From an optimization exercise on the open Yosys and OpenROAD flow, aimed at small area; shortcuts taken in it are not production practice.
Power is estimated from default activity; no workload was simulated.

// yrow_delta_integrator
module yrow_delta_integrator #(
  parameter int DATA_W     = 24,
  parameter int ENTRIES    = 5,
  parameter int ADDR_W     = 16,
  parameter int FIFO_DEPTH = 4
) (
  input  logic                     clk,
  input  logic                     rst_n,
  input  logic                     chng_valid,
  output logic                     chng_ready,
  input  logic [ADDR_W-1:0]        chng_row,
  input  logic [ADDR_W-1:0]        chng_col,
  input  logic [DATA_W-1:0]        chng_real,
  input  logic [DATA_W-1:0]        chng_img,
  input  logic                     filt_EN,
  output logic                     op_rd_req,
  output logic [ADDR_W-1:0]        op_y_row,
  input  logic [ENTRIES*2*DATA_W-1:0] ymem_data,
  input  logic                     yMemDataReady,
  output logic                     op_wr_en,
  output logic [ENTRIES*2*DATA_W-1:0] op_wr_data,
  output logic [2*DATA_W-1:0]      op_yVal1,
  output logic [2*DATA_W-1:0]      op_yVal2,
  output logic                     op_EX_EN,
  input  logic                     exModDone,
  output logic                     op_Done,
  output logic                     op_colErr
);
  localparam int ENT_W  = 2 * DATA_W;
  localparam int ROW_W  = ENTRIES * ENT_W;
  localparam int WORD_W = ADDR_W + 3 + 2 * DATA_W;
  localparam logic [2:0] S_IDLE    = 3'b000;
  localparam logic [2:0] S_FETCH   = 3'b001;
  localparam logic [2:0] S_UPDATE  = 3'b011;
  localparam logic [2:0] S_WRITE   = 3'b010;
  localparam logic [2:0] S_NOTIFY  = 3'b110;
  localparam logic [2:0] S_WAIT_EX = 3'b111;
  localparam logic [2:0] S_EX_SEEN = 3'b101;
  function automatic logic [DATA_W-1:0] sat_add(input logic [DATA_W-1:0] a,
                                                input logic [DATA_W-1:0] b);
    logic [DATA_W:0]   c;
    logic [DATA_W-1:0] s;
    c[0] = 1'b0;
    for (int i = 0; i < DATA_W; i++) begin
      s[i]   = a[i] ^ b[i] ^ c[i];
      c[i+1] = (a[i] & b[i]) | (a[i] & c[i]) | (b[i] & c[i]);
    end
  ...
==> module yrow_delta_integrator, before the edit <==
module yrow_delta_integrator #(
  parameter int DATA_W     = 24,
  parameter int ENTRIES    = 5,
  parameter int ADDR_W     = 16,
  parameter int FIFO_DEPTH = 4
) (
  input  logic                     clk,
  input  logic                     rst_n,
  input  logic                     chng_valid,
  output logic                     chng_ready,
  input  logic [ADDR_W-1:0]        chng_row,
  input  logic [ADDR_W-1:0]        chng_col,
  input  logic [DATA_W-1:0]        chng_real,
  input  logic [DATA_W-1:0]        chng_img,
  input  logic                     filt_EN,
  output logic                     op_rd_req,
  output logic [ADDR_W-1:0]        op_y_row,
  input  logic [ENTRIES*2*DATA_W-1:0] ymem_data,
  input  logic                     yMemDataReady,
  output logic                     op_wr_en,
  output logic [ENTRIES*2*DATA_W-1:0] op_wr_data,
  output logic [2*DATA_W-1:0]      op_yVal1,
  output logic [2*DATA_W-1:0]      op_yVal2,
  output logic                     op_EX_EN,
  input  logic                     exModDone,
  output logic                     op_Done,
  output logic                     op_colErr
);
  localparam int ENT_W  = 2 * DATA_W;
  localparam int ROW_W  = ENTRIES * ENT_W;
  localparam int WORD_W = ADDR_W + 3 + 2 * DATA_W;
  localparam logic [2:0] S_IDLE    = 3'b000;
  localparam logic [2:0] S_FETCH   = 3'b001;
  localparam logic [2:0] S_UPDATE  = 3'b011;
  localparam logic [2:0] S_WRITE   = 3'b010;
  localparam logic [2:0] S_NOTIFY  = 3'b110;
  localparam logic [2:0] S_WAIT_EX = 3'b111;
  localparam logic [2:0] S_EX_SEEN = 3'b101;
  function automatic logic [DATA_W-1:0] sat_add(input logic [DATA_W-1:0] a,
                                                input logic [DATA_W-1:0] b);
    logic [DATA_W:0]   c;
    logic [DATA_W-1:0] s;
    c[0] = 1'b0;
    for (int i = 0; i < DATA_W; i++) begin
      s[i]   = a[i] ^ b[i] ^ c[i];
      c[i+1] = (a[i] & b[i]) | (a[i] & c[i]) | (b[i] & c[i]);
    end
    sat_add = (c[DATA_W] ^ c[DATA_W-1]) ? {a[DATA_W-1], {(DATA_W-1){~a[DATA_W-1]}}} : s;
  endfunction
  logic [2:0] state_q, state_d;
  logic [WORD_W-1:0] fifo_q [FIFO_DEPTH];
  logic [2:0]        wr_ptr_q, rd_ptr_q;
  logic              done_q, col_err_q;
  logic [ADDR_W-1:0] row_q;
  logic [ENTRIES-1:0] sel_q;    
  logic [DATA_W-1:0] dre_q, dim_q;
  logic [ROW_W-1:0]  row_buf_q;
  logic              empty_s, full_s, push_s, pop_s, col_ok_s, idle_s;
  logic              in_err_s;
  logic [WORD_W-1:0] push_word_s, head_s;
  logic [ENT_W-1:0]  old_ent_s, new_ent_s;
  assign empty_s  = (wr_ptr_q == rd_ptr_q);
  assign full_s   = (wr_ptr_q == {~rd_ptr_q[2], rd_ptr_q[1:0]});
  assign idle_s   = (state_q == S_IDLE);
  assign push_s   = chng_valid & ~full_s;
  assign pop_s    = idle_s & filt_EN & ~empty_s;
  assign in_err_s = (chng_col >= ADDR_W'(ENTRIES));
  assign push_word_s = {chng_row, chng_col[2] | in_err_s, chng_col[1] | in_err_s,
                        chng_col[0], chng_real, chng_img};
  assign head_s   = fifo_q[rd_ptr_q[1:0]];
  assign col_ok_s = ~(head_s[2*DATA_W+2] & head_s[2*DATA_W+1]);
  always_ff @(posedge clk) begin
    for (int i = 0; i < FIFO_DEPTH; i++) begin
      if (push_s && wr_ptr_q[1:0] == 2'(i)) fifo_q[i] <= push_word_s;
    end
  end
  always_ff @(posedge clk or negedge rst_n) begin
    if (!rst_n) begin
      wr_ptr_q  <= 3'd0;
      rd_ptr_q  <= 3'd0;
      state_q   <= S_IDLE;
      done_q    <= 1'b1;
      col_err_q <= 1'b0;
    end else begin
      if (push_s) wr_ptr_q <= wr_ptr_q + 3'd1;
      if (pop_s)  rd_ptr_q <= rd_ptr_q + 3'd1;
      state_q   <= state_d;
      done_q    <= idle_s & empty_s;
      col_err_q <= col_err_q | (pop_s & ~col_ok_s);
    end
  end
  always_comb begin
    state_d = state_q;
    case (state_q)
      S_IDLE:    state_d = (pop_s && col_ok_s) ? S_FETCH : S_IDLE;
      S_FETCH:   state_d = yMemDataReady ? S_UPDATE : S_FETCH;
      S_UPDATE:  state_d = S_WRITE;
      S_WRITE:   state_d = S_NOTIFY;
      S_NOTIFY:  state_d = S_WAIT_EX;
      S_WAIT_EX: state_d = exModDone ? S_EX_SEEN : S_WAIT_EX;
      S_EX_SEEN: state_d = S_IDLE;
      default:   state_d = S_IDLE;
    endcase
  end
  always_ff @(posedge clk) begin
    if (pop_s) begin
      row_q <= head_s[2*DATA_W+3 +: ADDR_W];
      for (int k = 0; k < ENTRIES; k++) sel_q[k] <= (head_s[2*DATA_W +: 3] == 3'(k));
      dre_q <= head_s[DATA_W +: DATA_W];
      dim_q <= head_s[0 +: DATA_W];
    end else if (state_q == S_UPDATE) begin
      {dre_q, dim_q} <= new_ent_s;
    end
    if (state_q == S_FETCH) row_buf_q <= ymem_data;
  end
  always_comb begin
    old_ent_s = {ENT_W{1'b0}};
    for (int k = 0; k < ENTRIES; k++) begin
      old_ent_s = old_ent_s | ({ENT_W{sel_q[k]}} & row_buf_q[k*ENT_W +: ENT_W]);
    end
    new_ent_s = {sat_add(old_ent_s[DATA_W +: DATA_W], dre_q),
                 sat_add(old_ent_s[0 +: DATA_W], dim_q)};
  end
  for (genvar k = 0; k < ENTRIES; k++) begin : g_wr
    assign op_wr_data[k*ENT_W +: ENT_W] = ({ENT_W{sel_q[k]}} & {dre_q, dim_q}) |
                                          ({ENT_W{~sel_q[k]}} & row_buf_q[k*ENT_W +: ENT_W]);
  end
  assign chng_ready = ~full_s;
  assign op_rd_req  = (state_q == S_FETCH);
  assign op_wr_en   = (state_q == S_WRITE);
  assign op_EX_EN   = (state_q == S_NOTIFY);
  assign op_y_row   = row_q;
  assign op_yVal1   = old_ent_s;
  assign op_yVal2   = {dre_q, dim_q};
  assign op_Done    = done_q;
  assign op_colErr  = col_err_q;
endmodule
Settings: LEC_CHECK=0, ABC_AREA=0, CAP_MARGIN=20, CORE_MARGIN=2, CORE_UTILIZATION=55, CTS_CLUSTER_DIAMETER=100, CTS_CLUSTER_SIZE=25, SLEW_MARGIN=20; clock period 7.0 ns.
standard.sh (not shown) runs the stock make flow with config.mk's settings and CLKGATE_MAP_FILE= SYNTH_SCRIPT=/design/flow/synth_recipe.tcl, a recipe that flattens the netlist after the stock synthesis.
==> flow/flow/run.sh <==
#!/bin/bash
# Standard ORFS layout (the standard.sh) with these changes:
#  - at the end of floorplanning, the combinational logic of the synthesized netlist
#    is re-mapped for area with OpenROAD's restructure (ABC), onto the
#    platform library less its don't-use cells; registers are untouched;
#  - floorplanning removes the synthesis buffers instead of sizing for
#    timing (REMOVE_ABC_BUFFERS=1), so restructure starts from synthesis;
#  - port buffers use the smallest plain buffer (buf_1) instead of the cell
#    buffer_ports picks by default;
#  - clock tree synthesis without dummy loads.
# Every tool's output goes to a log in this folder (standard.log, ORFS logs
# under orfs/logs).
set -euo pipefail
here=$(pwd)
python3 flow/filter_lib.py "$FLOW_HOME/platforms/sky130hd/lib/sky130_fd_sc_hd__tt_025C_1v80.lib" \
  "$here/rs_lib.lib" > filter_lib.log 2>&1
mkdir -p "$here/rs_work"
export RS_LIB="$here/rs_lib.lib"
export RS_WORK="$here/rs_work"
export POST_FLOORPLAN_TCL="$here/flow/restructure.tcl"
export REMOVE_ABC_BUFFERS=1
export BUFFER_PORTS_ARGS="-buffer_cell sky130_fd_sc_hd__buf_1"
export CTS_ARGS="-sink_clustering_enable -repair_clock_nets -sink_clustering_size 25 -sink_clustering_max_diameter 100 -dont_use_dummy_load"
bash standard.sh > standard.log 2>&1
==> flow/flow/filter_lib.py <==
# Copy a liberty file without the cells the platform marks don't-use
# (probe and lpflow cells), for the area restructuring step to map onto.
import re, sys
src, dst = sys.argv[1], sys.argv[2]
drop = re.compile(r'^\s*cell\s*\(\s*"?sky130_fd_sc_hd__(probe|lpflow_)')
out, skip, depth = [], False, 0
for line in open(src):
    if not skip and drop.match(line):
        skip, depth = True, 0
    if skip:
        depth += line.count('{') - line.count('}')
        if depth <= 0 and '}' in line:
            skip = False
        continue
    out.append(line)
open(dst, 'w').writelines(out)
==> flow/flow/restructure.tcl <==
# POST_FLOORPLAN hook: re-map the combinational logic of the synthesized
# netlist for area (registers are left as synthesis made them).
report_design_area
restructure -target area -liberty_file $::env(RS_LIB) \
  -tielo_port sky130_fd_sc_hd__conb_1/LO -tiehi_port sky130_fd_sc_hd__conb_1/HI \
  -work_dir $::env(RS_WORK) -abc_logfile $::env(RS_WORK)/abc.log
report_design_area
The baseline reached the layout checks and failed them: setup timing.
Next try:
--- a/flow/design.v
+++ b/flow/design.v
@@ -38,14 +38,9 @@
   localparam logic [2:0] S_EX_SEEN = 3'b101;
   function automatic logic [DATA_W-1:0] sat_add(input logic [DATA_W-1:0] a,
                                                 input logic [DATA_W-1:0] b);
-    logic [DATA_W:0]   c;
-    logic [DATA_W-1:0] s;
-    c[0] = 1'b0;
-    for (int i = 0; i < DATA_W; i++) begin
-      s[i]   = a[i] ^ b[i] ^ c[i];
-      c[i+1] = (a[i] & b[i]) | (a[i] & c[i]) | (b[i] & c[i]);
-    end
-    sat_add = (c[DATA_W] ^ c[DATA_W-1]) ? {a[DATA_W-1], {(DATA_W-1){~a[DATA_W-1]}}} : s;
+    logic [DATA_W:0] sum;
+    sum = {a[DATA_W-1], a} + {b[DATA_W-1], b};
+    sat_add = (sum[DATA_W] ^ sum[DATA_W-1]) ? {sum[DATA_W], {(DATA_W-1){~sum[DATA_W]}}} : sum[DATA_W-1:0];
   endfunction
   logic [2:0] state_q, state_d;
   logic [WORD_W-1:0] fifo_q [FIFO_DEPTH];
@@ -57,7 +52,8 @@
   logic [ROW_W-1:0]  row_buf_q;
   logic              empty_s, full_s, push_s, pop_s, col_ok_s, idle_s;
   logic              in_err_s;
-  logic [WORD_W-1:0] push_word_s, head_s;
+  logic [WORD_W-1:0] push_word_s;
+  logic [WORD_W-1:0] head_s;
   logic [ENT_W-1:0]  old_ent_s, new_ent_s;
   assign empty_s  = (wr_ptr_q == rd_ptr_q);
   assign full_s   = (wr_ptr_q == {~rd_ptr_q[2], rd_ptr_q[1:0]});
@@ -67,7 +63,11 @@
   assign in_err_s = (chng_col >= ADDR_W'(ENTRIES));
   assign push_word_s = {chng_row, chng_col[2] | in_err_s, chng_col[1] | in_err_s,
                         chng_col[0], chng_real, chng_img};
-  assign head_s   = fifo_q[rd_ptr_q[1:0]];
+  always_comb begin
+    head_s = {WORD_W{1'b0}};
+    for (int i = 0; i < FIFO_DEPTH; i++)
+      head_s = head_s | ({WORD_W{rd_ptr_q[1:0] == 2'(i)}} & fifo_q[i]);
+  end
   assign col_ok_s = ~(head_s[2*DATA_W+2] & head_s[2*DATA_W+1]);
   always_ff @(posedge clk) begin
     for (int i = 0; i < FIFO_DEPTH; i++) begin
Effect:
- Now the flow passed the timing, design-rule and antenna checks
- routed wire length is lower by 6.1%
- worst hold slack is worse by 9.9 ps
- sequential power is higher by about 3%
- cell area shrinks by 8.2%
- register-to-register slack gains 2200 ps
- total power fell by about 3.6%
- sequential share of layout area goes up by 5.0 points
- final cell count fell by 7.5%
- sequential cell count does not change
- critical path depth drops by 41
No run of this note included a check of the RTL's function; only the layout flow was run.

==> afterwards: timing with drivers on the ports <==
No port has a modelled driver above. Below, the same layouts with a new extraction and two added sets of constraints. Step 1 assumes that a clkbuf_16 drives the clock port and a buf_2 every other input. Step 2, shift: input delay + t, output delay - t, t = (earliest + latest rising clock arrival at the registers) / 2. This alone moves slack from input paths to output paths. Three values: ideal ports, drivers, drivers and shift; two values: the first two.
run | shift t [ns] | setup slack, ns | worst setup path after step 2
the first run | 0.651 | -1.023 / -1.023 / -1.023 | register to register
the second run | 0.639 | 1.138 / 1.138 / 1.138 | register to register
